This is an optimization exercise on Yosys and OpenROAD, whose aim is small area, not a production implementation. Only simulation tests tie the RTL to the original design; equivalence was not proved. Power and IR drop assume default switching activity.

the previous run:
==> flow/design.v <==
package access_pkg;
	typedef logic [3:0] key_code_t;
	typedef struct packed {
		logic      strobe;
		key_code_t code;
	} key_event_t;
	typedef logic [11:0] user_id_t;
	typedef logic [15:0] passcode_t;
	typedef struct packed {
		logic       locked;
		logic [1:0] errors;
		passcode_t  pass;
	} user_entry_t;
	typedef struct packed {
		logic        en;
		user_id_t    id;
		user_entry_t entry;
	} table_wr_t;
	typedef struct packed {
		logic granted;
		logic denied;
		logic locked;
		logic alarm;
	} access_status_t;
endpackage
`timescale 1ns/10ps
module elevator_access (
	input  logic       clk,
	input  logic       rst,
	input  logic [4:0] key,
	output logic [3:0] status
);
	localparam logic [3:0] S_IDLE       = 4'd0;
	localparam logic [3:0] S_IDLE_G     = 4'd1;
	localparam logic [3:0] S_IDLE_D     = 4'd2;
	localparam logic [3:0] S_ID         = 4'd3;
	localparam logic [3:0] S_ID_CHECK   = 4'd4;
	localparam logic [3:0] S_WAIT_STAR  = 4'd5;
	localparam logic [3:0] S_PASS       = 4'd6;
	localparam logic [3:0] S_PASS_CHECK = 4'd7;
	localparam logic [3:0] S_ADMIN      = 4'd8;
	localparam logic [3:0] S_ADMIN_G    = 4'd9;
	localparam logic [3:0] S_NEW_ID     = 4'd10;
	localparam logic [3:0] S_NEW_PASS   = 4'd11;
	localparam logic [3:0] S_COMMIT     = 4'd12;
	localparam logic [3:0] S_ALARM      = 4'd13;
	localparam logic [3:0] S_ALARM_L    = 4'd14;
	localparam int EW = 15;
	logic [3:0] state, next_state;
	logic [2:0] cnt;
	logic       bad_key;
	logic strobe, is_digit, star_key, hash_key;
	assign strobe   = key[4];
	assign is_digit = key[3:0] <= 4'd9;
	assign star_key = strobe && (key[3:0] == 4'd10);
	assign hash_key = strobe && (key[3:0] == 4'd11);
	logic in_idle, in_admin, in_alarm;
	assign in_idle  = (state == S_IDLE) || (state == S_IDLE_G) || (state == S_IDLE_D);
	assign in_admin = (state == S_ADMIN) || (state == S_ADMIN_G);
	assign in_alarm = (state == S_ALARM) || (state == S_ALARM_L);
	logic id_st, pass_st, collecting, full, shift;
	assign id_st      = (state == S_ID) || (state == S_NEW_ID);
	assign pass_st    = (state == S_PASS) || (state == S_NEW_PASS);
	assign collecting = id_st || pass_st;
	assign full       = id_st ? (cnt == 3'd3) : (cnt == 3'd4);
	assign shift      = collecting && strobe && is_digit && !full;
	logic       id_bad, id_t;
	logic [3:0] id_o;
	logic       nid_bad, nid_t;
	logic [3:0] nid_o;
	logic       first;
	assign first = cnt == 3'd0;
	always_comb begin
		nid_bad = id_bad;
		nid_t = id_t;
		nid_o = id_o;
		if (shift && id_st) begin
			nid_bad = !first && (id_bad || id_t || (id_o > 4'd1));
			nid_t = !first && !id_bad && !id_t && (id_o == 4'd1);
			nid_o = key[3:0];
		end
	end
	always_ff @(posedge clk) begin
		id_bad <= nid_bad;
		id_t <= nid_t;
		id_o <= nid_o;
	end
	logic id_ok, is_admin;
	assign id_ok = !id_bad && (id_t ? (id_o <= 4'd8) : (id_o != 4'd0));
	assign is_admin = !id_bad && !id_t && (id_o == 4'd1);
	logic [9:0] pass_hi;
	logic [3:0] pass_lo;
	logic [9:0] hi_base;
	assign hi_base = first ? 10'd0 : pass_hi;
	always_ff @(posedge clk) begin
		if (shift && pass_st) begin
			if (cnt == 3'd3)
				pass_lo <= key[3:0];
			else
				pass_hi <= {hi_base[6:0], 3'b000} + {hi_base[8:0], 1'b0} + {6'd0, key[3:0]};
		end
	end
	function automatic logic [4:0] enc(input logic [1:0] err, input logic [3:0] d);
		enc = d[3] ? {2'b11, err, d[0]} : {err, d[2:0]};
	endfunction
	function automatic logic [1:0] code_err(input logic [4:0] c);
		code_err = (c[4:3] == 2'b11) ? c[2:1] : c[4:3];
	endfunction
	function automatic logic [4:0] code_set_err(input logic [4:0] c, input logic [1:0] err);
		code_set_err = (c[4:3] == 2'b11) ? {2'b11, err, c[0]} : {err, c[2:0]};
	endfunction
	function automatic logic [3:0] slot_of(input logic [3:0] o);
		slot_of = (o == 4'd9) ? 4'd0 : o;
	endfunction
	logic [3:0] phase;
	always_ff @(posedge clk or posedge rst) begin
		if (rst)
			phase <= 4'd0;
		else
			phase <= (phase == 4'd8) ? 4'd0 : phase + 4'd1;
	end
	logic [8:0][EW-1:0] ring0;
	logic [8:0][EW-1:0] ring1;
	logic [EW-1:0]      head0, head1;
	logic [EW-1:0]      cap;
	logic [1:0]         cap_err;
	assign cap_err = code_err(cap[4:0]);
	logic       pend_v, pend_t;
	logic [3:0] pend_slot;
	logic [1:0] pend_code;
	logic       issue_chk, issue_commit, pass_match, lock_now;
	logic       w_v, w_t, w_pass, w_hit;
	logic [3:0] w_slot;
	logic [1:0] w_code;
	assign issue_chk = state == S_PASS_CHECK;
	assign issue_commit = (state == S_COMMIT) && star_key;
	assign pass_match = (cap[EW-1:5] == pass_hi) && (cap[4:0] == enc(cap_err, pass_lo));
	assign lock_now = cap_err[1];
	assign w_v = issue_chk || issue_commit || pend_v;
	assign w_t = pend_v ? pend_t : id_t;
	assign w_slot = pend_v ? pend_slot : slot_of(id_o);
	assign w_code = pend_v ? pend_code :
		issue_commit ? 2'd3 :
		pass_match ? 2'd0 :
		(cap_err == 2'd0) ? 2'd1 : 2'd2;
	assign w_pass = w_code == 2'd3;
	assign w_hit = w_v && (w_slot == phase);
	always_ff @(posedge clk or posedge rst) begin
		if (rst)
			pend_v <= 1'b0;
		else
			pend_v <= w_v && !w_hit;
	end
	always_ff @(posedge clk) begin
		pend_t <= w_t;
		pend_slot <= w_slot;
		pend_code <= w_code;
	end
	logic [EW-1:0] new_entry;
	assign new_entry = {pass_hi, enc(2'd0, pass_lo)};
	always_comb begin
		head0 = ring0[8];
		head1 = ring1[8];
		if (w_hit && !w_t)
			head0 = w_pass ? new_entry : {ring0[8][EW-1:5], code_set_err(ring0[8][4:0], w_code)};
		if (w_hit && w_t)
			head1 = w_pass ? new_entry : {ring1[8][EW-1:5], code_set_err(ring1[8][4:0], w_code)};
	end
	localparam logic [EW-1:0] ADMIN_ENTRY = {10'd123, 5'b00100};
	for (genvar i = 0; i < 9; i++) begin : g_ring
		if (i == 7) begin : g_admin
			always_ff @(posedge clk or posedge rst) begin
				if (rst)
					ring0[i] <= ADMIN_ENTRY;
				else
					ring0[i] <= ring0[i-1];
			end
		end else begin : g_plain
			always_ff @(posedge clk)
				ring0[i] <= (i == 0) ? head0 : ring0[(i+8)%9];
		end
		always_ff @(posedge clk)
			ring1[i] <= (i == 0) ? head1 : ring1[(i+8)%9];
	end
	always_ff @(posedge clk) begin
		if (slot_of(nid_o) == phase)
			cap <= nid_t ? head1 : head0;
	end
	logic [8:0] lk0, lk1;
	logic       id_locked;
	logic [8:0] id_sel;
	always_comb begin
		for (int i = 0; i < 9; i++)
			id_sel[i] = id_o == (id_t ? 4'(i) : 4'(i + 1));
	end
	assign id_locked = |((id_t ? lk1 : lk0) & id_sel);
	logic lock_set, lock_clr;
	assign lock_set = issue_chk && !pass_match && lock_now;
	assign lock_clr = issue_commit;
	always_ff @(posedge clk or posedge rst) begin
		if (rst) begin
			lk0 <= 9'b1_1111_1110;
			lk1 <= 9'b1_1111_1111;
		end else begin
			for (int i = 0; i < 9; i++) begin
				if ((lock_set || lock_clr) && id_sel[i] && !id_t)
					lk0[i] <= lock_set;
				if ((lock_set || lock_clr) && id_sel[i] && id_t)
					lk1[i] <= lock_set;
			end
		end
	end
	always_comb begin
		next_state = state;
		case (state)
			S_IDLE, S_IDLE_G, S_IDLE_D:
				next_state = star_key ? S_ID : S_IDLE;
			S_ID:
				if (bad_key)
					next_state = S_ALARM;
				else if (full)
					next_state = S_ID_CHECK;
			S_ID_CHECK:
				if (!id_ok)
					next_state = S_IDLE;
				else if (id_locked)
					next_state = S_ALARM;
				else
					next_state = S_WAIT_STAR;
			S_WAIT_STAR:
				if (star_key)
					next_state = S_PASS;
			S_PASS:
				if (bad_key)
					next_state = S_ALARM;
				else if (full)
					next_state = S_PASS_CHECK;
			S_PASS_CHECK:
				if (pass_match)
					next_state = is_admin ? S_ADMIN_G : S_IDLE_G;
				else
					next_state = lock_now ? S_ALARM_L : S_IDLE_D;
			S_ADMIN, S_ADMIN_G:
				next_state = hash_key ? S_NEW_ID : star_key ? S_IDLE : S_ADMIN;
			S_NEW_ID:
				if (bad_key)
					next_state = S_ALARM;
				else if (full)
					next_state = id_ok ? S_NEW_PASS : S_IDLE;
			S_NEW_PASS:
				if (bad_key)
					next_state = S_ALARM;
				else if (full)
					next_state = S_COMMIT;
			S_COMMIT:
				if (star_key)
					next_state = S_IDLE;
			S_ALARM, S_ALARM_L:
				next_state = (cnt == 3'd7) ? S_IDLE : S_ALARM;
			default:
				next_state = S_IDLE;
		endcase
	end
	always_ff @(posedge clk or posedge rst) begin
		if (rst)
			state <= S_IDLE;
		else
			state <= next_state;
	end
	logic restart;
	assign restart = collecting ? (next_state != state) : !in_alarm;
	always_ff @(posedge clk) begin
		if (restart)
			cnt <= 3'd0;
		else if (shift || in_alarm)
			cnt <= cnt + 3'd1;
		bad_key <= collecting && strobe && !is_digit;
	end
	assign status = {(state == S_IDLE_G) || (state == S_ADMIN_G), state == S_IDLE_D,
		state == S_ALARM_L, in_alarm};
endmodule
Settings: LEC_CHECK=0, ABC_AREA=1, CAP_MARGIN=20, CORE_MARGIN=2, CORE_UTILIZATION=40, CTS_BUF_LIST=sky130_fd_sc_hd__clkbuf_8, CTS_CLUSTER_DIAMETER=50, CTS_CLUSTER_SIZE=20, SLEW_MARGIN=20; clock period 8.0 ns.
run.sh (not shown) runs the stock make flow with config.mk's settings and CLKGATE_MAP_FILE= SYNTH_SCRIPT=/design/flow/synth_recipe.tcl, a recipe that flattens the netlist after the stock synthesis.
The following lists how the current run was set up differently from the previous run:
Settings: a change of CTS_CLUSTER_DIAMETER from 50 to 30; a change of CTS_BUF_LIST from sky130_fd_sc_hd__clkbuf_8 to sky130_fd_sc_hd__clkbuf_4; a change of CTS_CLUSTER_SIZE from 20 to 10.
## What came out
Compared with the previous run, in the current run data arrival time of the worst path moved up; first-pass GRT wire length moved up; number of clock buffers in the layout moved up; number of antenna violations at the first check in global routing moved up. Lower worst-case vdd ir drop was reported by the current run, not the previous run. The total power reported for the current run is greater than that of the previous run by 0.11 mW. Lower core utilization of the finished layout goes to the previous run over the current run. Looking at routed wire length per instance, the current run sits 0.31 microns below the previous run. In the reports for the current run and the previous run, the larger sequential share of layout area belongs to the previous run.

==> port drivers added, routing unchanged <==
In the flow no input, the clock included, has a driving cell. The finished layouts below were timed again as built, in two steps.
Step 1: set_driving_cell puts a clkbuf_16 on clk and a buf_2 on each other input, an assumption about the parent block.
Step 2 adds t to the input delays and takes it off the output delays; t is the mean of the earliest and latest rising clock arrival at the registers after step 1. Input paths then give back, and output paths get back, about the clock's delay inside the block.
a / b / c = ideal ports / drivers / drivers and shift; a / b = the first two.
run	shift t [ns]	setup slack, ns	worst setup path at the end	worst register clock-pin slew, ns
the previous run	0.579	3.811 / 3.790 / 3.211	input to register	0.11 / 0.11
the current run	0.734	3.920 / 3.902 / 3.168	input to register	0.11 / 0.11
After both steps every run listed still meets setup and hold. For the current run, which loses most, drivers alone change the setup slack by -0.018 ns; drivers and shift together by -0.752 ns.
